Background: an optimization exercise with open tools, aiming at a short achievable clock period and few clock cycles. Do not read the settings as production practice. Only the layout flow was run in this run; the RTL was not checked for function there. Power and IR drop assume default switching activity.

[flow/run.sh]
#!/bin/bash
# synth_recipe.tcl (not shown) runs the flow's synth.tcl, then flattens the netlist and writes it again
# the make line also repeats each setting of config.mk as NAME=value (left out here)
make -C /OpenROAD-flow-scripts/flow DESIGN_CONFIG=/design/flow/config.mk WORK_HOME=/design/flow/orfs CLKGATE_MAP_FILE= SYNTH_SCRIPT=/design/flow/synth_recipe.tcl finish
[flow/config.mk]
export PLATFORM = sky130hd
export DESIGN_NAME = cpu_top
export DESIGN_NICKNAME = cpu_top
export VERILOG_FILES = /design/flow/design.v
export SDC_FILE = /design/flow/constraint.sdc
export NUM_CORES = 4
export LEC_CHECK = 0
export ABC_CLOCK_PERIOD_IN_PS = 2500
export CAP_MARGIN = 20
export CORE_MARGIN = 2
export CORE_UTILIZATION = 40
export SETUP_SLACK_MARGIN = 5
export SLEW_MARGIN = 20
[flow/constraint.sdc]
create_clock -name core_clock -period 8.5 [get_ports {clk}]
set_input_delay 1.7000 -clock core_clock [delete_from_list [all_inputs] [get_ports {clk}]]
set_output_delay 1.7000 -clock core_clock [all_outputs]
set_load 0.01 [all_outputs]
[flow/design.v]
package cpu_pkg;
    typedef enum logic [6:0] {
        OP_LOAD  = 7'b0000011,
        OP_I_ALU = 7'b0010011,
        OP_STORE = 7'b0100011,
        OP_R_ALU = 7'b0110011
    } opcode_e;
    typedef enum logic [3:0] {
        ALU_ADD  = 4'd0,
        ALU_SUB  = 4'd1,
        ALU_AND  = 4'd2,
        ALU_OR   = 4'd3,
        ALU_XOR  = 4'd4,
        ALU_SLL  = 4'd5,
        ALU_SRL  = 4'd6,
        ALU_SRA  = 4'd7,
        ALU_SLT  = 4'd8,
        ALU_SLTU = 4'd9
    } alu_op_e;
    typedef enum logic [1:0] {
        FWD_NONE = 2'd0,
        FWD_MEM  = 2'd1,
        FWD_WB   = 2'd2
    } fwd_sel_e;
    typedef struct packed {
        logic    reg_write;
        logic    mem_read;
        logic    mem_write;
        logic    alu_src;
        alu_op_e alu_op;
    } ctrl_t;
    typedef struct packed {
        ctrl_t                  ctrl;
        logic [5-1:0] rs1;
        logic [5-1:0] rs2;
        logic [5-1:0] rd;
        logic [32-1:0]   rs1_data;
        logic [32-1:0]   rs2_data;
        logic [32-1:0]   imm;
    } id_ex_t;
    typedef struct packed {
        logic                   reg_write;
        logic                   mem_read;
        logic                   mem_write;
        logic [5-1:0] rs2;
        logic [5-1:0] rd;
        logic [32-1:0]   alu_result;
        logic [32-1:0]   rs2_data;
    } ex_mem_t;
    typedef struct packed {
        logic                   reg_write;
        logic                   mem_read;
        logic [5-1:0] rd;
        logic [32-1:0]   alu_result;
    } mem_wb_t;
endpackage
`timescale 1ns/10ps
module decode_stage (
    input  logic [32-1:0] instr,
    output cpu_pkg::ctrl_t       ctrl,
    output logic [32-1:0] imm
);
    cpu_pkg::opcode_e opcode;
    cpu_pkg::alu_op_e alu_sel;
    logic [2:0]       funct3;
    logic             alt;
    logic             is_reg;
    assign opcode = cpu_pkg::opcode_e'(instr[6:0]);
    assign funct3 = instr[14:12];
    assign alt    = instr[30];
    assign is_reg = (opcode == cpu_pkg::OP_R_ALU);
    assign imm = (opcode == cpu_pkg::OP_STORE)
        ? {{(32-12){instr[31]}}, instr[31:25], instr[11:7]}
        : {{(32-12){instr[31]}}, instr[31:20]};
    always_comb begin
        case (funct3)
            3'b000: begin
                alu_sel = (is_reg && alt) ? cpu_pkg::ALU_SUB : cpu_pkg::ALU_ADD;
            end
            3'b001: begin
                alu_sel = cpu_pkg::ALU_SLL;
            end
            3'b010: begin
                alu_sel = cpu_pkg::ALU_SLT;
            end
            3'b011: begin
                alu_sel = cpu_pkg::ALU_SLTU;
            end
            3'b100: begin
                alu_sel = cpu_pkg::ALU_XOR;
            end
            3'b101: begin
                alu_sel = alt ? cpu_pkg::ALU_SRA : cpu_pkg::ALU_SRL;
            end
            3'b110: begin
                alu_sel = cpu_pkg::ALU_OR;
            end
            default: begin
                alu_sel = cpu_pkg::ALU_AND;
            end
        endcase
    end
    always_comb begin
        ctrl = '0;
        case (opcode)
            cpu_pkg::OP_R_ALU: begin
                ctrl.reg_write = 1'b1;
                ctrl.alu_op    = alu_sel;
            end
            cpu_pkg::OP_I_ALU: begin
                ctrl.reg_write = 1'b1;
                ctrl.alu_src   = 1'b1;
                ctrl.alu_op    = alu_sel;
            end
            cpu_pkg::OP_LOAD: begin
                ctrl.reg_write = 1'b1;
                ctrl.mem_read  = 1'b1;
                ctrl.alu_src   = 1'b1;
                ctrl.alu_op    = cpu_pkg::ALU_ADD;
            end
            cpu_pkg::OP_STORE: begin
                ctrl.mem_write = 1'b1;
                ctrl.alu_src   = 1'b1;
                ctrl.alu_op    = cpu_pkg::ALU_ADD;
            end
            default: begin
                ctrl = '0;
            end
        endcase
    end
endmodule
`timescale 1ns/10ps
module reg_file (
    input  logic                   clk,
    input  logic                   rst_n,
    input  logic [5-1:0] rs1,
    input  logic [5-1:0] rs2,
    input  logic [5-1:0] rd,
    input  logic                   we,
    input  logic [32-1:0]   wdata,
    output logic [32-1:0]   rs1_data,
    output logic [32-1:0]   rs2_data
);
    logic [32-1:0] regs [1:32-1];
    always_ff @(posedge clk) begin
        if (!rst_n) begin
            for (int i = 1; i < 32; i++) begin
                regs[i] <= '0;
            end
        end else if (we) begin
            for (int i = 1; i < 32; i++) begin
                if (rd == 5'(i)) regs[i] <= wdata;
            end
        end
    end
    always_comb begin
        rs1_data = '0;
        rs2_data = '0;
        for (int i = 1; i < 32; i++) begin
            if (rs1 == 5'(i)) rs1_data = regs[i];
            if (rs2 == 5'(i)) rs2_data = regs[i];
        end
    end
endmodule
`timescale 1ns/10ps
module alu (
    input  logic                 sub,
    input  logic                 sel_sum,
    input  logic                 sel_and,
    input  logic                 sel_or,
    input  logic                 sel_xor,
    input  logic                 sel_sll,
    input  logic                 sel_sr,
    input  logic                 arith,
    input  logic                 sel_slt,
    input  logic                 sel_sltu,
    input  logic [32-1:0] a,
    input  logic [32-1:0] b,
    output logic [32-1:0] result
);
    logic [32-1:0] sum;
    logic [32-1:0] sll;
    logic [32-1:0] sr;
    logic                 lt_s;
    logic                 lt_u;
    logic [4:0]           shamt;
    assign shamt = b[4:0];
    assign sum   = a + (b ^ {32{sub}}) + 32'(sub);
    assign lt_s  = (a[31] ^ b[31]) ? a[31] : sum[31];
    assign lt_u  = (a[31] ^ b[31]) ? b[31] : sum[31];
    assign sll   = a << shamt;
    assign sr    = 32'($signed({arith & a[31], a}) >>> shamt);
    assign result = ({32{sel_sum}} & sum)
                  | ({32{sel_and}} & (a & b))
                  | ({32{sel_or}}  & (a | b))
                  | ({32{sel_xor}} & (a ^ b))
                  | ({32{sel_sll}} & sll)
                  | ({32{sel_sr}}  & sr)
                  | {31'd0, (sel_slt & lt_s) | (sel_sltu & lt_u)};
endmodule
`timescale 1ns/10ps
module hazard_unit (
    input  logic                   clk,
    input  logic                   rst_n,
    input  logic [5-1:0] id_rs1,
    input  logic [5-1:0] id_rs2,
    input  cpu_pkg::ctrl_t         id_ctrl,
    input  cpu_pkg::id_ex_t        ex,
    input  cpu_pkg::ex_mem_t       mem,
    input  cpu_pkg::mem_wb_t       wb,
    input  logic [32-1:0]   wb_data,
    output cpu_pkg::fwd_sel_e      fwd_a,
    output cpu_pkg::fwd_sel_e      fwd_b,
    output logic                   mem_store_fwd,
    output logic                   stall
);
    logic id_uses_rs1;
    logic id_uses_rs2;
    logic load_in_ex;
    function automatic cpu_pkg::fwd_sel_e src_sel(input logic [5-1:0] src);
        if (src != '0 && mem.reg_write && !mem.mem_read && mem.rd == src) begin
            src_sel = cpu_pkg::FWD_MEM;
        end else if (src != '0 && wb.reg_write && wb.rd == src) begin
            src_sel = cpu_pkg::FWD_WB;
        end else begin
            src_sel = cpu_pkg::FWD_NONE;
        end
    endfunction
    assign fwd_a = src_sel(ex.rs1);
    assign fwd_b = src_sel(ex.rs2);
    assign mem_store_fwd = mem.mem_write && wb.reg_write && wb.mem_read
                           && wb.rd != '0 && wb.rd == mem.rs2;
    assign id_uses_rs1 = id_ctrl.reg_write || id_ctrl.mem_write;
    assign id_uses_rs2 = id_uses_rs1 && !id_ctrl.alu_src;
    assign load_in_ex  = ex.ctrl.mem_read && ex.rd != '0;
    assign stall = load_in_ex && ((id_uses_rs1 && ex.rd == id_rs1)
                                  || (id_uses_rs2 && ex.rd == id_rs2));
endmodule
`timescale 1ns/10ps
module cpu_top (
    input  logic                   clk,
    input  logic                   rst_n,
    input  logic [32-1:0]   doa,
    input  logic [32-1:0]   dob,
    output logic [16-1:0] addra,
    output logic [16-1:0] addrb,
    output logic [4-1:0]   web,
    output logic [32-1:0]   dib
);
    localparam int XL = 32;
    localparam int AW = 5;
    logic [16-1:2] pc;
    logic                   fv;       
    logic                   dv;       
    logic                   use_h;    
    logic [XL-1:0]          h;
    logic [XL-1:0]          f2;
    logic                   stall;
    assign addra = {pc, 2'b00};
    always_ff @(posedge clk) begin
        if (!rst_n) begin
            pc    <= '0;
            fv    <= 1'b0;
            dv    <= 1'b0;
            use_h <= 1'b0;
        end else begin
            fv <= 1'b1;
            if (stall) begin
                use_h <= 1'b1;
            end else begin
                use_h <= 1'b0;
                pc    <= pc + 1'b1;
                dv    <= fv || use_h;
            end
        end
    end
    always_ff @(posedge clk) begin
        if (stall) begin
            if (!use_h) h <= doa;
        end else begin
            f2 <= use_h ? h : doa;
        end
    end
    logic [XL-1:0] ins;
    logic          is_r, is_i, is_l, is_s;
    logic [AW-1:0] rd, rs1, rs2;
    logic [2:0]    f3;
    logic          wr;
    logic [XL-1:0] imm_i, imm_s;
    assign ins   = f2;
    assign is_r  = ins[6:0] == 7'b0110011;
    assign is_i  = ins[6:0] == 7'b0010011;
    assign is_l  = ins[6:0] == 7'b0000011;
    assign is_s  = ins[6:0] == 7'b0100011;
    assign rd    = ins[11:7];
    assign rs1   = ins[19:15];
    assign rs2   = ins[24:20];
    assign f3    = ins[14:12];
    assign wr    = dv && (is_r || is_i || is_l) && rd != '0;
    assign imm_i = {{(XL-12){ins[31]}}, ins[31:20]};
    assign imm_s = {{(XL-12){ins[31]}}, ins[31:25], ins[11:7]};
    logic          ex_wr, ex_alu, ex_ldn, ex_lde, ex_memn, ex_stn;
    logic [AW-1:0] ex_rd;
    logic [XL-1:0] ex_a, ex_b, ex_s;
    logic          ex_sel_a, ex_sel_b, ex_sel_s_r, ex_sel_s_dob;
    logic          ex_dob_a, ex_dob_b;
    logic          ex_sub, ex_sum, ex_and, ex_or, ex_xor, ex_sll, ex_sr, ex_arith,
                   ex_slt, ex_sltu;
    logic          m_wr, m_lde, m_ldn;
    logic [AW-1:0] m_rd;
    logic [XL-1:0] r_q;      
    logic          w_wr, w_ldn;
    logic [AW-1:0] w_rd;
    logic [XL-1:0] m2w;      
    logic [XL-1:0] v_m, v_w;
    assign v_m = m_lde ? dob : r_q;
    assign v_w = w_ldn ? dob : m2w;
    logic [XL-1:0] rf1, rf2;
    reg_file i_reg_file (
        .clk      (clk),
        .rst_n    (rst_n),
        .rs1      (rs1),
        .rs2      (rs2),
        .rd       (w_rd),
        .we       (w_wr),
        .wdata    (v_w),
        .rs1_data (rf1),
        .rs2_data (rf2)
    );
    logic e1, m1, w1, e2, m2, w2;
    logic [XL-1:0] fv1, fv2;
    logic haz1, haz2;
    logic early_l, early_s, early, no_conf, st_rdy_d;
    logic go;
    assign e1 = ex_wr && ex_rd == rs1;
    assign m1 = m_wr  && m_rd  == rs1;
    assign w1 = w_wr  && w_rd  == rs1;
    assign e2 = ex_wr && ex_rd == rs2;
    assign m2 = m_wr  && m_rd  == rs2;
    assign w2 = w_wr  && w_rd  == rs2;
    assign fv1 = m1 ? v_m : (w1 ? v_w : rf1);
    assign fv2 = m2 ? v_m : (w2 ? v_w : rf2);
    assign haz1 = e1 && ex_ldn;
    assign haz2 = e2 && ex_ldn;
    assign no_conf  = !ex_memn;
    assign st_rdy_d = !e2 && !(m2 && m_ldn);
    assign early_l  = is_l && rs1 == '0 && no_conf;
    assign early_s  = is_s && rs1 == '0 && no_conf && st_rdy_d;
    assign early    = early_l || early_s;
    assign stall = dv && (((is_r || is_i || is_l || is_s) && haz1)
                          || (is_r && haz2)
                          || (is_s && !early_s && e2 && ex_ldn));
    assign go    = dv && !stall;
    always_ff @(posedge clk) begin
        if (!rst_n) begin
            ex_wr   <= 1'b0;
            ex_alu  <= 1'b0;
            ex_ldn  <= 1'b0;
            ex_lde  <= 1'b0;
            ex_memn <= 1'b0;
            ex_stn  <= 1'b0;
        end else begin
            ex_wr   <= go && wr;
            ex_alu  <= go && (is_r || is_i);
            ex_ldn  <= go && is_l && !early_l;
            ex_lde  <= go && early_l;
            ex_memn <= go && (is_l || is_s) && !early;
            ex_stn  <= go && is_s && !early_s;
        end
    end
    always_ff @(posedge clk) begin
        ex_rd        <= rd;
        ex_a         <= fv1;
        ex_sel_a     <= e1 && ex_alu;
        ex_dob_a     <= e1 ? ex_lde : (m1 && m_ldn);
        ex_b         <= is_r ? fv2 : (is_s ? imm_s : imm_i);
        ex_sel_b     <= is_r && e2 && ex_alu;
        ex_dob_b     <= is_r && (e2 ? ex_lde : (m2 && m_ldn));
        ex_s         <= fv2;
        ex_sel_s_r   <= e2 && ex_alu;
        ex_sel_s_dob <= e2 ? ex_lde : (m2 && m_ldn);
        ex_sub       <= (is_r && f3 == 3'b000 && ins[30]) || f3 == 3'b010 || f3 == 3'b011;
        ex_sum       <= f3 == 3'b000;
        ex_sll       <= f3 == 3'b001;
        ex_slt       <= f3 == 3'b010;
        ex_sltu      <= f3 == 3'b011;
        ex_xor       <= f3 == 3'b100;
        ex_sr        <= f3 == 3'b101;
        ex_or        <= f3 == 3'b110;
        ex_and       <= f3 == 3'b111;
        ex_arith     <= ins[30];
    end
    logic [XL-1:0]          op_a, op_b, res, sdata;
    logic [16-1:0] addr_sum;
    assign op_a = ex_dob_a ? dob : (ex_sel_a ? r_q : ex_a);
    assign op_b = ex_dob_b ? dob : (ex_sel_b ? r_q : ex_b);
    alu i_alu (
        .sub      (ex_sub),
        .sel_sum  (ex_sum),
        .sel_and  (ex_and),
        .sel_or   (ex_or),
        .sel_xor  (ex_xor),
        .sel_sll  (ex_sll),
        .sel_sr   (ex_sr),
        .arith    (ex_arith),
        .sel_slt  (ex_slt),
        .sel_sltu (ex_sltu),
        .a        (op_a),
        .b        (op_b),
        .result   (res)
    );
    assign addr_sum = op_a[16-1:0] + ex_b[16-1:0];
    assign sdata    = ex_sel_s_r ? r_q : (ex_sel_s_dob ? dob : ex_s);
    always_ff @(posedge clk) begin
        r_q <= res;
    end
    logic                   web_q;
    logic [16-1:0] addrb_q;
    logic [XL-1:0]          dib_q;
    always_ff @(posedge clk) begin
        if (!rst_n) begin
            web_q <= 1'b0;
        end else if (ex_memn) begin
            web_q <= ex_stn;
        end else begin
            web_q <= go && early_s;
        end
    end
    always_ff @(posedge clk) begin
        if (ex_memn) begin
            addrb_q <= addr_sum;
            dib_q   <= sdata;
        end else if (go && early) begin
            addrb_q <= is_s ? imm_s[16-1:0] : imm_i[16-1:0];
            dib_q   <= fv2;
        end
    end
    assign addrb = addrb_q;
    assign web   = {4{web_q}};
    assign dib   = dib_q;
    always_ff @(posedge clk) begin
        if (!rst_n) begin
            m_wr  <= 1'b0;
            m_lde <= 1'b0;
            m_ldn <= 1'b0;
            w_wr  <= 1'b0;
            w_ldn <= 1'b0;
        end else begin
            m_wr  <= ex_wr;
            m_lde <= ex_lde;
            m_ldn <= ex_ldn;
            w_wr  <= m_wr;
            w_ldn <= m_ldn;
        end
    end
    always_ff @(posedge clk) begin
        m_rd <= ex_rd;
        w_rd <= m_rd;
        m2w  <= v_m;
    end
endmodule
==> notes.md <==
## final timing paths
check                                        to
worst max-delay path            r_q[26]$_DFF_P_
worst min-delay path            m_rd[2]$_DFF_P_
worst max register to register  r_q[26]$_DFF_P_
worst min register to register  m_rd[2]$_DFF_P_
## layer usage
metal	vias to the layer above	part of all wire, %
met4	14	9.5
met2	5668	42
met1	36400	36
met5	-	0.025
li1	31500	-
met3	1692	13
## repair_timing
item                       4_1_cts  5_1_grt
resized for setup              879      507
setup endpoints to repair      323      225
hold endpoints to repair         0        0
pin swaps                      185      327
gates cloned                    27       16
buffers inserted               246      228
## power by group
part           switching (mW)  internal [mW]  leakage, nW
sequential              0.137           6.41         10.9
combinational            2.08           1.14         32.3
clock                    2.95           4.02         2.55
## layout make-up
cell class	instances	area, µm²	area share, %
multi-input combinational	6061	45500	49.5
sequential	1324	27700	30.1
timing repair buffer	915	10100	10.9
clock buffer	228	4540	4.94
tap	2355	2950	3.20
clock inverter	53	649	0.706
inverter	134	547	0.595
antenna	18	45.0	0.0490
## layout by cell type (no fill, tap or decap), drive strengths merged, types with 30 or more instances in the layout
cell type | Yosys | final
clkinv | 2 | 36
nand4 | 36 | 36
xnor2 | 76 | 76
a21o | 32 | 32
a211oi | 36 | 36
xor2 | 31 | 31
o21a | 44 | 45
mux2i | 318 | 321
o221ai | 50 | 50
nor2 | 434 | 434
nand3 | 100 | 100
clkbuf | 676 | 249
buf | 152 | 771
a221o | 36 | 36
a221oi | 97 | 97
and3 | 41 | 41
edfxtp | 112 | 112
nand2 | 1525 | 1525
ha | 112 | 112
and2 | 35 | 35
clkdlybuf4s50 | 0 | 73
o21ai | 465 | 465
a22oi | 214 | 214
a31oi | 49 | 49
nor3 | 109 | 109
o211a | 1000 | 1000
mux2 | 106 | 106
a21oi | 361 | 361
o22ai | 250 | 250
a222oi | 30 | 30
dfxtp | 1212 | 1212
a22o | 31 | 31
o211ai | 65 | 65
inv | 132 | 134
## worst register-to-register path: stages, from the launching register on
cell      delay, ps
dfxtp_4         420
buf_4           230
mux2i_1         450
o21a_1          240
inv_4           100
ha_4            290
o21a_1          130
o21ai_1          90
a32o_2          290
o211ai_1        240
a31oi_2         160
buf_6           160
o21a_4          210
buf_4           140
o31ai_4         220
o21ai_2          90
mux2i_1         130
a221o_1         310
## cell families after synthesis
group	count (synthesis)	synth area share, %
xor+xnor	107	1.31
simple gates	2423	14.2
compound gates	2974	32.2
mux	436	6.49
buf+inv	962	5.29
other cells	1	0.00523
fa+ha+maj	114	2.01
flops	1324	38.6
## flip-flops by register name, summed over array words and instances, names as in the netlist, 5 cells and up
register         cells
f2                  32
ex_b                32
w_rd                 5
r_q                 32
i_reg_file.regs    992
m2w                 32
h                   32
ex_a                32
ex_rd                5
dib_q               32
ex_s                32
pc                  14
m_rd                 5
addrb_q             16
==> impl_metrics.env <==
export IMPL_path_delay_family="compound AO/OA/AOI/OAI gates"
export IMPL_tightestPinTransition_ps=1430
export IMPL_setup_violations=0
export IMPL_worstPathArrival_ps=4740
export IMPL_synth_area_um2=71700
export IMPL_core_um2=178000
export IMPL_design_area_um2=92000
export IMPL_start_kind="input pin"
export IMPL_htreeDepth=4
export IMPL_cts_hold_fix_buffers=0
export IMPL_area_growth_syn_to_layout_pct=28.4
export IMPL_antenna_found_initial=15
export IMPL_synth_seq_area_share_pct=38.6
export IMPL_die_y_um=427
export IMPL_synth_area_leaders="dfxtp_1 34%, o211a_1 14%, nand2_1 8.0%"
export IMPL_track_usage_pct=37.2
export IMPL_grt_busiest_layer="met2"
export IMPL_synth_ff_type="dfxtp_1"
export IMPL_synth_edf_count=112
export IMPL_finalCriticalPeriod_ps=4030
export IMPL_slew_violations=0
export IMPL_slowest_delay_ps=310
export IMPL_fin_skew_ps=45.1
export IMPL_critPathKind="input pin to flip-flop"
export IMPL_via_per_inst=6.79
export IMPL_vdd_drop_max_uv=168
export IMPL_stdcell_count=11100
export IMPL_slowest_stage="a221o_1"
export IMPL_cts_tree="yes"
export IMPL_holdPathStages=0
export IMPL_final_util_pct=51.6
export IMPL_root_buffer="clkbuf_16"
export IMPL_cts_made_buffers=154
export IMPL_critPathLaunch="dob[5]"
export IMPL_p_per_area_nw_per_um2=182
export IMPL_cts_buffer_depth=3
export IMPL_clock_latency_ps=850
export IMPL_grt_pass1_wl_um=499000
export IMPL_grt_overflow_total=0
export IMPL_first_iter_violations=11600
export IMPL_crit_fanout=5
export IMPL_top_level_ports=134
export IMPL_cp_depth=17
export IMPL_yosys_area_top_type="dfxtp_1"
export IMPL_grt_util_met3_pct=10.1
export IMPL_port_buffers=131
export IMPL_first_global_vias=68200
export IMPL_place_area_um2=75800
export IMPL_holdCritStartpoint="ex_rd[2]$_DFF_P_"
export IMPL_reg2reg_slack_ps=4520
export IMPL_place_inst=10300
export IMPL_ant_nets=0
export IMPL_die_area_um2=183000
export IMPL_clock_sinks=1324
export IMPL_r2r_cells=17
export IMPL_outcome="no timing/DRC/antenna violations"
export IMPL_die_w_um=427
export IMPL_nFillCells=16200
export IMPL_cellLeakagePower_nw=45.8
export IMPL_rsz0062_at_grt="true"
export IMPL_ys_ff_latch=1324
export IMPL_wl_per_cell_um=32.8
export IMPL_syn_area_per_cell_um2=8.59
export IMPL_clk_pin_slew_ps=60
export IMPL_slew_headroom_pct=4.34
export IMPL_cp_end_kind="flip-flop"
export IMPL_finalNetCount=8770
export IMPL_synthArstFlopShare_pct=0
export IMPL_p_total_mw=16.7
export IMPL_routed_wl_um=364000
export IMPL_setup_slack_ps=4470
export IMPL_whs_ps=400
export IMPL_post_synth_top_area_fraction_pct=33.9
export IMPL_hold_path_class="flip-flop to flip-flop"
export IMPL_drv_cap=0
export IMPL_grt_max_degree=236
export IMPL_synth_most_common_cell="nand2_1"
export IMPL_drt_pass1_iter_count=10
export IMPL_path_cells="clkbuf_4, mux2i_1, buf_4, clkinvlp_4, ha_4, o21a_1, o21ai_1, a32o_2, o211ai_1, a31oi_2, buf_6, o21a_4, buf_4, o31ai_4, o21ai_2, mux2i_1, a221o_1"
export IMPL_drive_gt1_share_pct=22.2
export IMPL_gr_usage_met2_pct=55.1
export IMPL_critPathBufInv=5
export IMPL_netlist_top_cells_count="1525 x nand2_1, 1212 x dfxtp_1, 1000 x o211a_1, 675 x clkbuf_1, 427 x nor2_1"
export IMPL_dpl_worst_slack_ps=2250
export IMPL_syn_inst=8341
export IMPL_placementRows=155
export IMPL_via_count=75300
export IMPL_hpwl_um=228000
export IMPL_fmax_ghz=0.248
export IMPL_yosysWarnings=3
export IMPL_gr_usage_met1_pct=45.6
export IMPL_drc=0
export IMPL_floorplan_initialDensity_pct=40.2
export IMPL_period_share_pct=47.4
export IMPL_r2r_start="ex_sel_a$_DFF_P_"
export IMPL_critPathRequiredTime_ps=9210
export IMPL_hold_viol=0
export IMPL_gp_congestion=0.987
export IMPL_setup_tns_ps=0
export IMPL_ys_types=96

[re-timing with driven ports]
The results above use ideal ports. As a check the final layout listed here was re-extracted and re-timed, cells and wires unchanged.
Step 1: set_driving_cell puts a clkbuf_16 on clk and a buf_2 on each other input, an assumption about the parent block.
Step 2 moves the port delays by t, midway between the first and last clock arrival at a register: inputs arrive t later, outputs are due t later. That takes back most of the time a late clock gives input paths.
a / b / c = ideal / step 1 / step 2; a / b = the first two.
t (ns): 0.921
setup WS [ns]: 4.473 / 4.486 / 3.565
worst hold slack (ns): 0.400 / 0.400 / 0.400
clock arrival spread, ns: 0.047 / 0.048
After both steps this run still meets setup and hold. The setup slack of this run moves by +0.013 ns with the drivers and by -0.908 ns with both steps.
